This design comes from an exercise in tuning for small area, a short achievable clock period and few clock cycles per item on the open sky130 flow, not from production work.
Only simulation tests tie the RTL to the original design; equivalence was not proved.

==> trial 71: inputs <==
==> flow/design.v (excerpt) <==
module pid_mc_core #(
   parameter int                        W         = 16,
   parameter int                        FRAC      = 15,
   parameter int                        IACC_W    = 32,
   parameter int                        NCH       = 4,
   parameter logic signed [IACC_W-1:0]  I_ACC_MAX = 32'sh0FFFFFFF,
   parameter logic signed [IACC_W-1:0]  I_ACC_MIN = -32'sh10000000,
   parameter int                        DF_SHIFT  = 2,
   localparam int                       CH_W      = $clog2(NCH)
) (
   input  logic            clk,
   input  logic            rst_n,
   input  logic            in_valid,
   output logic            in_ready,
   input  logic [CH_W-1:0] in_ch,
   input  logic [W-1:0]    v_in,
   input  logic [W-1:0]    v_ref,
   input  logic            cfg_we,
   input  logic [CH_W-1:0] cfg_ch,
   input  logic [1:0]      cfg_sel,
   input  logic [W-1:0]    cfg_data,
   input  logic            ch_clr,
   input  logic [CH_W-1:0] ch_clr_id,
   output logic            out_valid,
   output logic [CH_W-1:0] out_ch,
   output logic [W-1:0]    u_out,
   output logic            u_sat
);
   localparam int AW  = 29;
   localparam int EW  = W + 1;           
   localparam int DW  = W + 2;           
   localparam int MW  = AW + W;          
   localparam int PW  = EW + W;          
   localparam int QW  = DW + W;          
   localparam int PDW = 20;              
   localparam int SW  = MW - FRAC + 1;   
  ...
export LEC_CHECK = 0
export ABC_AREA = 1
export CAP_MARGIN = 20
export CORE_MARGIN = 2
export CORE_UTILIZATION = 40
export SETUP_SLACK_MARGIN = 5
export SLEW_MARGIN = 20
create_clock -name core_clock -period 10.0 [get_ports {clk}]
standard.sh (not shown) runs the stock make flow with config.mk's settings and CLKGATE_MAP_FILE= SYNTH_SCRIPT=/design/flow/synth_recipe.tcl, a recipe that flattens the netlist after the stock synthesis.
==> flow/flow/run.sh <==
#!/bin/bash
# Standard layout, with timing repair aimed below the clock period: repair_timing
# works towards a setup slack of MARGIN ns at the design's period.
set -euo pipefail
MARGIN=${MARGIN:-6.0}
bash standard.sh synth > synth.log 2>&1
bash standard.sh SETUP_SLACK_MARGIN=$MARGIN finish > layout.log 2>&1
==> inputs of trial 16, as changes to trial 71 <==
==> flow/flow/run.sh (replaced) <==
#!/bin/bash
# Standard layout, with timing repair aimed below the clock period: repair_timing
# works towards a setup slack of MARGIN ns at the design's period.
set -euo pipefail
MARGIN=${MARGIN:-6.55}
bash standard.sh synth > synth.log 2>&1
bash standard.sh SETUP_SLACK_MARGIN=$MARGIN finish > layout.log 2>&1
==> inputs of trial 1, as changes to trial 71 <==
==> flow/flow/run.sh (replaced) <==
#!/bin/bash
# Standard layout, with timing repair aimed below the clock period: repair_timing
# works towards a setup slack of MARGIN ns at the design's period.
set -euo pipefail
MARGIN=${MARGIN:-6.3}
bash standard.sh synth > synth.log 2>&1
bash standard.sh SETUP_SLACK_MARGIN=$MARGIN finish > layout.log 2>&1
==> inputs of trial 41, as changes to trial 71 <==
--- a/flow/design.v
+++ b/flow/design.v
@@ -47,40 +47,40 @@
    logic signed [EW-1:0]  s1_e;
    logic                  cq_we;
    logic [CH_W-1:0]       cq_ch;
    logic [1:0]            cq_sel;
    logic [W-1:0]          cq_data;
    logic                  clq_en;
    logic [CH_W-1:0]       clq_id;
-   logic [1:0]            age   [NCH];
+   logic [2:0]            age   [NCH];
    logic                  dirty [NCH];
-   logic [1:0]            age_n   [NCH];
+   logic [2:0]            age_n   [NCH];
    logic                  dirty_n [NCH];
    logic                  block;
    assign accept = in_valid && in_ready;
    always_comb begin
       block = 1'b0;
       for (int c = 0; c < NCH; c++) begin
-         if (accept && in_ch == CH_W'(c))  age_n[c] = 2'd0;
-         else if (age[c] != 2'd3)          age_n[c] = age[c] + 2'd1;
-         else                              age_n[c] = 2'd3;
+         if (accept && in_ch == CH_W'(c))  age_n[c] = 3'd0;
+         else if (age[c] != 3'd4)          age_n[c] = age[c] + 3'd1;
+         else                              age_n[c] = 3'd4;
          if (cfg_we && cfg_sel == 2'd1 && cfg_ch == CH_W'(c)) dirty_n[c] = 1'b1;
          else if (accept && in_ch == CH_W'(c))                dirty_n[c] = 1'b0;
          else                                                 dirty_n[c] = dirty[c];
-         if (dirty_n[c] && age_n[c] != 2'd3) block = 1'b1;
+         if (dirty_n[c] && age_n[c] != 3'd4) block = 1'b1;
       end
    end
    always_ff @(posedge clk or negedge rst_n) begin
       if (!rst_n) begin
          in_ready <= 1'b0;
          s1_v     <= 1'b0;
          cq_we    <= 1'b0;
          clq_en   <= 1'b0;
          for (int c = 0; c < NCH; c++) begin
-            age[c]   <= 2'd3;
+            age[c]   <= 3'd4;
             dirty[c] <= 1'b0;
          end
       end else begin
          in_ready <= !block;
          s1_v     <= accept;
          cq_we    <= cfg_we;
          clq_en   <= ch_clr;
@@ -157,15 +157,15 @@
    logic [7:0]            kd_one, kd_two, kd_neg;
    assign s1_e = $signed({s1_vr[W-1], s1_vr}) - $signed({s1_vi[W-1], s1_vi});
    assign kv_r = kv[s1_ch];
    assign kp_r = kv_r[0] ? kp_a[s1_ch] : '0;
    assign ki_r = kv_r[1] ? ki_a[s1_ch] : '0;
    assign kd_r = kv_r[2] ? kd_a[s1_ch] : '0;
    assign ep_r = ez[s1_ch] ? '0 : ep_a[s1_ch];
-   assign ac_r = (s5_v && s5_ch == s1_ch) ? acc_new : az[s1_ch] ? '0 : ac_a[s1_ch];
+   assign ac_r = az[s1_ch] ? '0 : ac_a[s1_ch];
    always_comb begin
       for (int j = 0; j < 8; j++) begin
          logic b0, b1, b2;
          b0 = (j == 0) ? 1'b0 : kp_r[2*j-1]; b1 = kp_r[2*j]; b2 = kp_r[2*j+1];
          kp_one[j] = b1 ^ b0;
          kp_two[j] = (b2 & ~b1 & ~b0) | (~b2 & b1 & b0);
          kp_neg[j] = b2;
@@ -179,14 +179,15 @@
          kd_neg[j] = b2;
       end
    end
    always_comb begin
       if (s2_v && s2_ch == s1_ch)      begin fwd1 = 1'b1; dist1 = 2'd0; end
       else if (s3_v && s3_ch == s1_ch) begin fwd1 = 1'b1; dist1 = 2'd1; end
       else if (s4_v && s4_ch == s1_ch) begin fwd1 = 1'b1; dist1 = 2'd2; end
+      else if (s5_v && s5_ch == s1_ch) begin fwd1 = 1'b1; dist1 = 2'd3; end
       else                             begin fwd1 = 1'b0; dist1 = 2'd0; end
    end
    logic                  s2_fwd;
    logic [1:0]            s2_dist;
    logic signed [EW-1:0]  s2_e;
    logic signed [DW-1:0]  s2_df;
    logic signed [AW-1:0]  s2_mi;
@@ -280,24 +281,25 @@
       s4_dist <= s3_dist;
       s4_e    <= s3_e;
       s4_ki   <= s3_ki;
       s4_m    <= m3;
       s4_u0   <= u0;
       s4_u1   <= u1;
    end
-   logic signed [MW-1:0]  s5_p, h0_p, h1_p;
-   logic                  h0_hd, h0_hi, h0_lo, h1_hd, h1_hi, h1_lo;
+   logic signed [MW-1:0]  s5_p, h0_p, h1_p, h2_p;
+   logic                  h0_hd, h0_hi, h0_lo, h1_hd, h1_hi, h1_lo, h2_hd, h2_hi, h2_lo;
    logic signed [MW-1:0]  pv_p, pv_pm, ki_max, ki_min, p4;
    logic                  pv_hd, pv_hi, pv_lo;
    logic signed [MW-1:0]  kix;
    always_comb begin
       case (s4_dist)
          2'd0:    begin pv_p = s5_p; pv_hd = hold;  pv_hi = a_hi;  pv_lo = a_lo;  end
          2'd1:    begin pv_p = h0_p; pv_hd = h0_hd; pv_hi = h0_hi; pv_lo = h0_lo; end
-         default: begin pv_p = h1_p; pv_hd = h1_hd; pv_hi = h1_hi; pv_lo = h1_lo; end
+         2'd2:    begin pv_p = h1_p; pv_hd = h1_hd; pv_hi = h1_hi; pv_lo = h1_lo; end
+         default: begin pv_p = h2_p; pv_hd = h2_hd; pv_hi = h2_hi; pv_lo = h2_lo; end
       endcase
    end
    assign kix    = s4_ki;
    assign ki_max = (kix <<< 28) - kix;
    assign ki_min = -(kix <<< 28);
    assign pv_pm  = pv_p + s4_m;
    always_comb begin
@@ -346,14 +348,18 @@
       h0_hd <= hold;
       h0_hi <= a_hi;
       h0_lo <= a_lo;
       h1_p  <= h0_p;
       h1_hd <= h0_hd;
       h1_hi <= h0_hi;
       h1_lo <= h0_lo;
+      h2_p  <= h1_p;
+      h2_hd <= h1_hd;
+      h2_hi <= h1_hi;
+      h2_lo <= h1_lo;
    end
    always_ff @(posedge clk or negedge rst_n) begin
       if (!rst_n) out_valid <= 1'b0;
       else        out_valid <= s5_v;
    end
    always_ff @(posedge clk) begin
       out_ch <= s5_ch;
==> flow/run.sh (new file) <==
#!/bin/bash
# synth_recipe.tcl (not shown) runs the flow's synth.tcl, then flattens the netlist and writes it again
# the make line also repeats each setting of config.mk as NAME=value (left out here)
make -C /OpenROAD-flow-scripts/flow DESIGN_CONFIG=/design/flow/config.mk WORK_HOME=/design/flow/orfs CLKGATE_MAP_FILE= SYNTH_SCRIPT=/design/flow/synth_recipe.tcl finish
removed: flow/flow/run.sh
removed: flow/standard.sh
==> comparison table <==
|  | trial 16 | trial 1 | trial 71 | trial 41 |
|---|---|---|---|---|
| Count of antenna diodes in the layout | 2 | 2 | 3 | 4 |
| Clock latency of the later-clocked register in the worst-skew pair | 0.82 ns | 0.79 ns | 0.80 ns | 0.81 ns |
| CTS sink count | 1,221 | 1,221 | 1,221 | 1,273 |
| Routed wire length | 239,300 um | 224,300 um | 220,200 um | 225,500 um |
| Result of the run | finished clean | finished clean | finished clean | finished clean |
| Area of the placeable core | 176,100 um^2 | 176,100 um^2 | 176,100 um^2 | 178,400 um^2 |
| Adder-Cell Fraction of Synth Area | 16.71% | 16.71% | 16.71% | 16.64% |
| Reg-to-Reg Start | s4_dist[0]$_DFF_P_ | s2_in[6]$_DFF_P_ | s2_in[5]$_DFF_P_ | s4_dist[0]$_DFF_P_ |
| Wire length of the first global-routing pass | 349,800 um | 338,500 um | 332,900 um | 340,500 um |
| Multi-input gate count | 5,199 | 5,193 | 5,194 | 5,170 |
| Area delta synth->final | 22.37% | 15.91% | 12.41% | 11.10% |
| Top cell type's share of synthesized area | 22.71% | 22.71% | 22.71% | 23.76% |
| Portion of the clock cycle consumed by the worst path in the final layout | 36.01% | 36.28% | 39.79% | 45.99% |
| Unrepaired setup endpoints after global routing | true | true | false | true |
| Clock transition at path regs | 0.06 ns | 0.06 ns | 0.06 ns | 0.07 ns |
| Gpl congestion | 0.9404 | 0.9605 | 0.9608 | 0.9652 |
| Vertical die dimension | 424.9 um | 424.9 um | 424.9 um | 427.7 um |
| Number of inverters outside the clock class in the layout | 1,223 | 1,211 | 1,209 | 1,209 |
| Post-synthesis mux area share | 0.04768% | 0.04768% | 0.04768% | 0.04705% |
| Vias/cell | 5.508 | 5.430 | 5.422 | 5.384 |
| Tmin final | 3.601 ns | 3.628 ns | 3.979 ns | 4.599 ns |
| Arrival time at the worst endpoint | 4.35 ns | 4.25 ns | 4.65 ns | 5.28 ns |
| HPWL after detailed placement | 156,800 um | 155,900 um | 156,800 um | 168,800 um |
Testbench counts of trial 71, summed over its fixed seeds: cycles 4,943, items 4,800.
Testbench counts of trial 16, summed over its fixed seeds: cycles 4,943, items 4,800.
Testbench counts of trial 1, summed over its fixed seeds: cycles 4,943, items 4,800.
Testbench counts of trial 41, summed over its fixed seeds: cycles 4,997, items 4,800.

-- static timing again, ports no longer ideal --
Ports are ideal in the flow. The routed layouts listed here were re-timed in OpenROAD. Step 1 sets driving cells, clkbuf_16 on the clock port and buf_2 on the other inputs (assumed; they add their load-dependent delay and slew). Step 2 moves the port delays by t, midway between the first and last clock arrival at a register: inputs arrive t later, outputs are due t later. That takes back most of the time a late clock gives input paths. a / b / c = no drivers / after step 1 / after step 2; a / b = the first two.
| run | t, ns | setup slack, ns | hold WS [ns] | worst setup path at the end |
|---|---|---|---|---|
| trial 71 | 0.863 | 6.021 / 6.021 / 6.021 | 0.308 / 0.308 / 0.308 | register to register |
| trial 16 | 0.867 | 6.399 / 6.399 / 6.148 | 0.312 / 0.312 / 0.312 | input to register |
| trial 1 | 0.845 | 6.372 / 6.292 / 6.063 | 0.314 / 0.314 / 0.314 | input to register |
| trial 41 | 0.869 | 5.401 / 5.401 / 5.401 | 0.313 / 0.313 / 0.313 | register to register |
After both steps every run listed still meets setup and hold. For trial 1, which loses most, drivers alone change the setup slack by -0.080 ns; drivers and shift together by -0.309 ns.
